What follows belongs to an exercise in optimizing a design on an open flow for small area and few clock cycles; a production flow would make more cautious choices. The RTL was checked by simulation tests, not by an equivalence proof against the original design. The clock port is modelled as an ideal driver; clocking choices that lean on that would not hold on a real chip. Power is estimated from default activity; no workload was simulated.

Design media_box_path_locator_unit, start of the top module:
module media_box_path_locator_unit
(
  input  wire logic        clk,
  input  wire logic        rst_n,
  input  wire logic        in_valid,
  output logic             in_stall,
  input  wire logic [7:0]  in_data_byte,
  input  wire logic        in_end_of_file,
  output logic             out_valid,
  input  wire logic        out_stall,
  output logic [1:0]       out_result_kind,
  output logic [7:0]       out_payload_byte,
  output logic [31:0]      out_payload_size,
  output logic             out_payload_last,
  input  wire logic        cfg_valid,
  output logic             cfg_ready,
  input  wire logic [1:0]  cfg_index,
  input  wire logic [31:0] cfg_data
);
For scale: roughly 170 flip-flops, ~94 I/O pins.
Settings: LEC_CHECK=0, CAP_MARGIN=20, CORE_MARGIN=2, CORE_UTILIZATION=40, SLEW_MARGIN=20; clock period 6.0 ns.
standard.sh (not shown) runs the stock make flow with config.mk's settings and CLKGATE_MAP_FILE= SYNTH_SCRIPT=/design/flow/synth_recipe.tcl, a recipe that flattens the netlist after the stock synthesis.
==> flow/flow/run.sh <==
#!/bin/bash
# Own layout flow: the standard layout (standard.sh, every ORFS step as
# usual) with changes to buffering only:
#  - buffer_ports gives each input and output port the smallest buffer,
#    sky130_fd_sc_hd__buf_1, rather than the tool's own pick;
#  - clock tree synthesis builds the tree from sky130_fd_sc_hd__clkbuf_4
#    and adds no dummy loads; after it, post_cts.tcl makes the root buffer
#    clkbuf_16 and sizes each buffer that drives flip-flops by the number
#    of pins it drives (clkbuf_8 above CLK_BUF_8_ABOVE, clkbuf_16 above
#    CLK_BUF_16_ABOVE), to keep the slew at the flip-flop clock pins low.
# The ORFS logs stay under orfs/logs; make's own output goes to standard.log.
set -euo pipefail
here="$(pwd)"
export BUFFER_PORTS_ARGS="-buffer_cell sky130_fd_sc_hd__buf_1"
export CTS_ARGS="-sink_clustering_enable -repair_clock_nets -dont_use_dummy_load -buf_list sky130_fd_sc_hd__clkbuf_4"
export POST_CTS_TCL="$here/flow/post_cts.tcl"
export CLK_BUF_8_ABOVE=7
export CLK_BUF_16_ABOVE=16
bash standard.sh > standard.log 2>&1
==> flow/flow/post_cts.tcl <==
# After clock tree synthesis: size the clock tree buffers for their loads.
# The tree is built from sky130_fd_sc_hd__clkbuf_4. A buffer that drives
# other clock buffers (the root) becomes clkbuf_16; a buffer that drives
# flip-flops becomes clkbuf_8 above CLK_BUF_8_ABOVE pins and clkbuf_16
# above CLK_BUF_16_ABOVE pins, so that the slew at the flip-flop clock pins
# stays well inside the limit.
set block [ord::get_db_block]
foreach inst [$block getInsts] {
  set master [[$inst getMaster] getName]
  if {![string match "sky130_fd_sc_hd__clkbuf_*" $master]} { continue }
  set out [$inst findITerm X]
  if {$out eq "NULL"} { continue }
  set net [$out getNet]
  if {$net eq "NULL" || [$net getSigType] ne "CLOCK"} { continue }
  set loads 0
  set bufs 0
  foreach it [$net getITerms] {
    if {[$it isOutputSignal]} { continue }
    incr loads
    if {[string match "sky130_fd_sc_hd__clkbuf_*" [[[$it getInst] getMaster] getName]]} { incr bufs }
  }
  if {$bufs > 0} {
    set want sky130_fd_sc_hd__clkbuf_16
  } elseif {$loads > $::env(CLK_BUF_16_ABOVE)} {
    set want sky130_fd_sc_hd__clkbuf_16
  } elseif {$loads > $::env(CLK_BUF_8_ABOVE)} {
    set want sky130_fd_sc_hd__clkbuf_8
  } else {
    set want sky130_fd_sc_hd__clkbuf_4
  }
  if {$want ne $master} {
    puts "post_cts: [$inst getName] drives $loads pins ($bufs buffers): $master -> $want"
    replace_cell [$inst getName] $want
  }
}
detailed_placement
check_placement -verbose
estimate_parasitics -placement
Testbench counts at the start, summed over its fixed seeds: cycles 73,859.
Edit:
==> flow/flow/run.sh (replaced) <==
#!/bin/bash
# Own layout flow: the standard layout (standard.sh, every ORFS step as
# usual) with changes to buffering only:
#  - buffer_ports gives each input and output port the smallest buffer,
#    sky130_fd_sc_hd__buf_1, rather than the tool's own pick;
#  - clock tree synthesis builds the tree from sky130_fd_sc_hd__clkbuf_4
#    and adds no dummy loads; after it, post_cts.tcl sizes each clock
#    buffer up by the number of pins it drives (clkbuf_8 above
#    CLK_BUF_8_ABOVE, clkbuf_16 above CLK_BUF_16_ABOVE), to keep the slew
#    at the flip-flop clock pins low.
# The ORFS logs stay under orfs/logs; make's own output goes to standard.log.
set -euo pipefail
here="$(pwd)"
export BUFFER_PORTS_ARGS="-buffer_cell sky130_fd_sc_hd__buf_1"
export CTS_ARGS="-sink_clustering_enable -repair_clock_nets -dont_use_dummy_load -buf_list sky130_fd_sc_hd__clkbuf_4"
export POST_CTS_TCL="$here/flow/post_cts.tcl"
export CLK_BUF_8_ABOVE=9
export CLK_BUF_16_ABOVE=16
bash standard.sh > standard.log 2>&1
==> flow/flow/post_cts.tcl (replaced) <==
# After clock tree synthesis: size each clock tree buffer for the load it
# drives, so that the slew at the flip-flop clock pins stays low without
# making every buffer the largest. A buffer's size follows the number of
# pins its output net feeds.
set block [ord::get_db_block]
foreach inst [$block getInsts] {
  set master [[$inst getMaster] getName]
  if {![string match "sky130_fd_sc_hd__clkbuf_*" $master]} { continue }
  set out [$inst findITerm X]
  if {$out eq "NULL"} { continue }
  set net [$out getNet]
  if {$net eq "NULL" || [$net getSigType] ne "CLOCK"} { continue }
  set loads [expr {[llength [$net getITerms]] - 1}]
  if {$loads > $::env(CLK_BUF_16_ABOVE)} {
    set want sky130_fd_sc_hd__clkbuf_16
  } elseif {$loads > $::env(CLK_BUF_8_ABOVE)} {
    set want sky130_fd_sc_hd__clkbuf_8
  } else {
    set want sky130_fd_sc_hd__clkbuf_4
  }
  if {$want ne $master} {
    puts "post_cts: [$inst getName] drives $loads pins: $master -> $want"
    replace_cell [$inst getName] $want
  }
}
detailed_placement
check_placement -verbose
estimate_parasitics -placement
Wire length barely changes.
Die area stays the same.
Sequential power barely changes.
Register-to-register slack gains 0.03 ns.
Utilization shrinks by 0.17 points.
Sequential share of layout area rises by 0.14 points.
Count of clock-buffer cells in the layout does not change.
Worst setup slack improves by 0.028 ns.

re-timing with driven ports:
No port has a modelled driver above. Below, the same layouts with a new extraction and two added sets of constraints.
Step 1, drivers: a clkbuf_16 drives clk and a buf_2 each remaining input, both assumed.
Step 2 also shifts input and output timing later by t, the mid clock arrival at the registers, as if the neighbouring blocks saw the same clock.
Three values: ideal, step 1, step 2; two values: the first two.
| run | t (ns) | setup WS [ns] | worst setup path after step 2 | worst register clock-pin slew, ns |
|---|---|---|---|---|
| the first run | 0.421 | 0.575 / 0.575 / 0.337 | input to register | 0.10 / 0.10 |
| the second run | 0.490 | 0.603 / 0.603 / 0.358 | input to register | 0.11 / 0.11 |
After both steps setup and hold are still met in every run listed. For the second run, which loses most, drivers alone change the setup slack by 0.000 ns; drivers and shift together by -0.245 ns.
